Source: an optimization exercise on an open RTL-to-GDS flow (aim: small area). Production flows keep margins and buffers that such runs may drop.
At most, simulation tests tie the RTL to the original design; equivalence was not proved.

wip/juniper:
==> flow/design.v <==
package vsn_sparam_pkg;
    localparam int NPORTS_DEFAULT     = 3;
    localparam int COEF_WIDTH_DEFAULT = 16;
endpackage
module vsn_coef_ramp #(
    parameter int COEF_WIDTH = 16,
    parameter int RAMP_LOG2  = 4
) (
    input  logic                  clk,
    input  logic                  resetn,
    input  logic [COEF_WIDTH-1:0] target,
    input  logic                  load,
    input  logic                  keep,
    output logic [COEF_WIDTH-1:0] value
);
    localparam int ACCW = COEF_WIDTH + RAMP_LOG2;
    logic [COEF_WIDTH:0] delta_q;
    logic [COEF_WIDTH:0] delta_d;
    logic [ACCW-1:0]     acc_q;
    logic [ACCW-1:0]     acc_d;
    vsn_split_add #(.W(COEF_WIDTH + 1), .B0(6), .B(6)) u_sub (
        .a   ({target[COEF_WIDTH-1], target}),
        .b   (~{value[COEF_WIDTH-1], value}),
        .cin (1'b1),
        .sum (delta_d)
    );
    vsn_split_add #(.W(ACCW), .B0(7), .B(7)) u_acc (
        .a   (acc_q),
        .b   ({{(RAMP_LOG2-1){delta_q[COEF_WIDTH]}}, delta_q}),
        .cin (1'b0),
        .sum (acc_d)
    );
    always_ff @(posedge clk or negedge resetn) begin
        if (!resetn) begin
            delta_q <= '0;
        end else if (load) begin
            delta_q <= delta_d;
        end else if (!keep) begin
            delta_q <= '0;
        end
    end
    always_ff @(posedge clk or negedge resetn) begin
        if (!resetn) begin
            acc_q <= '0;
        end else begin
            acc_q <= acc_d;
        end
    end
    assign value = acc_q[RAMP_LOG2 +: COEF_WIDTH];
endmodule
module vsn_split_add #(
    parameter int W  = 20,
    parameter int B0 = 7,
    parameter int B  = 7
) (
    input  logic [W-1:0] a,
    input  logic [W-1:0] b,
    input  logic         cin,
    output logic [W-1:0] sum
);
    localparam int NB = 1 + (W - B0 + B - 1) / B;
    logic [NB:0] bc;
    logic [B0:0] c;
    assign c[0] = cin;
    for (genvar i = 0; i < B0; i++) begin : g_lo
        assign sum[i] = a[i] ^ b[i] ^ c[i];
        assign c[i+1] = (a[i] & b[i]) | (c[i] & (a[i] ^ b[i]));
    end
    assign bc[1] = c[B0];
    for (genvar k = 1; k < NB; k++) begin : g_blk
        localparam int LO = B0 + (k - 1) * B;
        localparam int N  = (W - LO < B) ? (W - LO) : B;
        logic [N:0]   ch;
        logic [N-1:0] s0;
        logic [N:0]   all1;
        assign ch[0]   = 1'b0;
        assign all1[0] = 1'b1;
        for (genvar i = 0; i < N; i++) begin : g_bit
            assign s0[i]       = a[LO+i] ^ b[LO+i] ^ ch[i];
            assign ch[i+1]     = (a[LO+i] & b[LO+i]) | (ch[i] & (a[LO+i] ^ b[LO+i]));
            assign all1[i+1]   = all1[i] & s0[i];
            assign sum[LO+i]   = s0[i] ^ (bc[k] & all1[i]);
        end
        assign bc[k+1] = ch[N] | (all1[N] & bc[k]);
    end
endmodule
module vsn_sparam_coef_loader #(
    parameter int NPORTS     = vsn_sparam_pkg::NPORTS_DEFAULT,
    parameter int COEF_WIDTH = vsn_sparam_pkg::COEF_WIDTH_DEFAULT,
    parameter int RAMP_LOG2  = 4
) (
    input  logic                                 clk,
    input  logic                                 resetn,
    input  logic                                 wr_valid,
    output logic                                 wr_ready,
    input  logic [1:0]                           wr_row,
    input  logic [1:0]                           wr_col,
    input  logic [COEF_WIDTH-1:0]                wr_data,
    input  logic                                 commit_valid,
    output logic                                 commit_ready,
    input  logic                                 err_clear,
    output logic                                 err_addr,
    output logic                                 busy,
    output logic [NPORTS*NPORTS*COEF_WIDTH-1:0]  S_out
);
    localparam int NCOEF = NPORTS * NPORTS;
    logic                 busy_q;
    logic [RAMP_LOG2-1:0] cnt_q;
    logic                 err_q;
    logic                 wr_bad;
    logic                 commit_fire;
    logic                 keep;
    logic                 clean_q;
    assign wr_ready     = 1'b1;
    assign wr_bad       = (wr_row == 2'd3) || (wr_col == 2'd3);
    assign commit_ready = !busy_q;
    assign busy         = busy_q;
    assign commit_fire  = commit_valid && !busy_q;
    assign keep         = busy_q && !(&cnt_q);
    assign err_addr     = err_q;
    always_ff @(posedge clk or negedge resetn) begin
        if (!resetn) begin
            busy_q <= 1'b0;
            cnt_q  <= '0;
        end else begin
            if (commit_fire) begin
                busy_q <= 1'b1;
            end else if (&cnt_q) begin
                busy_q <= 1'b0;
            end
            if (busy_q) begin
                cnt_q <= cnt_q + 1'b1;
            end
        end
    end
    always_ff @(posedge clk or negedge resetn) begin
        if (!resetn) begin
            clean_q <= 1'b0;
        end else begin
            clean_q <= 1'b1;
        end
    end
    always_ff @(posedge clk or negedge resetn) begin
        if (!resetn) begin
            err_q <= 1'b0;
        end else if (wr_valid && wr_bad) begin
            err_q <= 1'b1;
        end else if (err_clear) begin
            err_q <= 1'b0;
        end
    end
    for (genvar i = 0; i < NCOEF; i++) begin : g_coef
        localparam int ROW = i / NPORTS;
        localparam int COL = i % NPORTS;
        logic                  hit;
        logic [COEF_WIDTH-1:0] shadow_q;
        logic [COEF_WIDTH-1:0] target;
        assign hit    = wr_valid && (wr_row == 2'(ROW)) && (wr_col == 2'(COL));
        assign target = hit ? wr_data : (shadow_q & {COEF_WIDTH{clean_q}});
        always_ff @(posedge clk) begin
            shadow_q <= target;
        end
        vsn_coef_ramp #(
            .COEF_WIDTH (COEF_WIDTH),
            .RAMP_LOG2  (RAMP_LOG2)
        ) u_ramp (
            .clk    (clk),
            .resetn (resetn),
            .target (target),
            .load   (commit_fire),
            .keep   (keep),
            .value  (S_out[i*COEF_WIDTH +: COEF_WIDTH])
        );
    end
endmodule
clock: 5.0 ns
lec_check: 0
cap_margin: 20
core_margin: 2
core_utilization: 40
slew_margin: 20
run.sh (not shown) runs the stock make flow with config.mk's settings and CLKGATE_MAP_FILE= SYNTH_SCRIPT=/design/flow/synth_recipe.tcl, a recipe that flattens the netlist after the stock synthesis.
The inputs of wip/onyx differ from those of wip/juniper as listed below.
--- a/flow/design.v
+++ b/flow/design.v
@@ -16,17 +16,17 @@
     localparam int ACCW = COEF_WIDTH + RAMP_LOG2;
     logic [COEF_WIDTH:0] delta_q;
     logic [COEF_WIDTH:0] delta_d;
     logic [ACCW-1:0]     acc_q;
     logic [ACCW-1:0]     acc_d;
-    vsn_split_add #(.W(COEF_WIDTH + 1), .B0(6), .B(6)) u_sub (
+    vsn_split_add #(.W(COEF_WIDTH + 1), .L(8)) u_sub (
         .a   ({target[COEF_WIDTH-1], target}),
         .b   (~{value[COEF_WIDTH-1], value}),
         .cin (1'b1),
         .sum (delta_d)
     );
-    vsn_split_add #(.W(ACCW), .B0(7), .B(7)) u_acc (
+    vsn_split_add #(.W(ACCW), .L(10)) u_acc (
         .a   (acc_q),
         .b   ({{(RAMP_LOG2-1){delta_q[COEF_WIDTH]}}, delta_q}),
         .cin (1'b0),
         .sum (acc_d)
     );
@@ -47,43 +47,35 @@
         end
     end
     assign value = acc_q[RAMP_LOG2 +: COEF_WIDTH];
 endmodule
 module vsn_split_add #(
-    parameter int W  = 20,
-    parameter int B0 = 7,
-    parameter int B  = 7
+    parameter int W = 20,
+    parameter int L = 10
 ) (
     input  logic [W-1:0] a,
     input  logic [W-1:0] b,
     input  logic         cin,
     output logic [W-1:0] sum
 );
-    localparam int NB = 1 + (W - B0 + B - 1) / B;
-    logic [NB:0] bc;
-    logic [B0:0] c;
+    localparam int H = W - L;
+    logic [L:0]   c;
+    logic [H:0]   ch;
+    logic [H-1:0] s0;
+    logic [H:0]   all1;
     assign c[0] = cin;
-    for (genvar i = 0; i < B0; i++) begin : g_lo
+    for (genvar i = 0; i < L; i++) begin : g_lo
         assign sum[i] = a[i] ^ b[i] ^ c[i];
         assign c[i+1] = (a[i] & b[i]) | (c[i] & (a[i] ^ b[i]));
     end
-    assign bc[1] = c[B0];
-    for (genvar k = 1; k < NB; k++) begin : g_blk
-        localparam int LO = B0 + (k - 1) * B;
-        localparam int N  = (W - LO < B) ? (W - LO) : B;
-        logic [N:0]   ch;
-        logic [N-1:0] s0;
-        logic [N:0]   all1;
-        assign ch[0]   = 1'b0;
-        assign all1[0] = 1'b1;
-        for (genvar i = 0; i < N; i++) begin : g_bit
-            assign s0[i]       = a[LO+i] ^ b[LO+i] ^ ch[i];
-            assign ch[i+1]     = (a[LO+i] & b[LO+i]) | (ch[i] & (a[LO+i] ^ b[LO+i]));
-            assign all1[i+1]   = all1[i] & s0[i];
-            assign sum[LO+i]   = s0[i] ^ (bc[k] & all1[i]);
-        end
-        assign bc[k+1] = ch[N] | (all1[N] & bc[k]);
+    assign ch[0]   = 1'b0;
+    assign all1[0] = 1'b1;
+    for (genvar i = 0; i < H; i++) begin : g_hi
+        assign s0[i]      = a[L+i] ^ b[L+i] ^ ch[i];
+        assign ch[i+1]    = (a[L+i] & b[L+i]) | (ch[i] & (a[L+i] ^ b[L+i]));
+        assign all1[i+1]  = all1[i] & s0[i];
+        assign sum[L+i]   = s0[i] ^ (c[L] & all1[i]);
     end
 endmodule
 module vsn_sparam_coef_loader #(
     parameter int NPORTS     = vsn_sparam_pkg::NPORTS_DEFAULT,
     parameter int COEF_WIDTH = vsn_sparam_pkg::COEF_WIDTH_DEFAULT,
### Flow results
Status for wip/onyx and wip/juniper: clean finish in wip/juniper only. wip/onyx: all stages done; final checks FAILED (negative setup slack). Number of signal-net buffers in the layout went up by more than a quarter going from wip/juniper to wip/onyx. As far as clock latency reported for the late side of the worst-skew pair is concerned, wip/juniper and wip/onyx perform about the same. When the final numbers for wip/onyx and wip/juniper were put side by side, the multiplexer area fraction after synthesis turned out to be greater in wip/onyx. As far as site row count is concerned, wip/onyx and wip/juniper perform about the same. wip/onyx vs wip/juniper: final cell count without fillers down. Compared with wip/juniper, in wip/onyx share of the clock period used by the worst path after layout now larger, setup slack saw a decrease, xor/xnor share of the synthesized area shows a reduction of 1.5 points. wr_row[0] as the timing startpoint of the critical path was reported by wip/juniper, and wr_col[0] by wip/onyx. Cell area after layout went up by a few percent going from wip/juniper to wip/onyx.
For wip/onyx, only the layout was checked, not whether the RTL still works.

[port drivers added, routing unchanged]
How much do the figures lean on ideal ports? The routed layouts below were timed once more, with nothing changed but the port constraints.
Step 1, drivers: a clkbuf_16 drives clk and a buf_2 each remaining input, both assumed.
Step 2 adds t to the input delays and takes it off the output delays; t is the mean of the earliest and latest rising clock arrival at the registers after step 1. Input paths then give back, and output paths get back, about the clock's delay inside the block.
Three values: ideal ports, drivers, drivers and shift; two values: the first two.
run	shift t [ns]	setup slack, ns	latest minus earliest clock arrival (ns)	worst data-port slew with drivers (ns)
wip/juniper	0.659	0.135 / 0.173 / -0.486	0.020 / 0.020	0.10
wip/onyx	0.651	-0.274 / -0.251 / -0.902	0.011 / 0.011	0.05
With both steps, setup timing fails in wip/juniper, where it was met with ideal ports. The setup slack of wip/onyx, which loses most, moves by +0.023 ns with the drivers and by -0.628 ns with both steps.
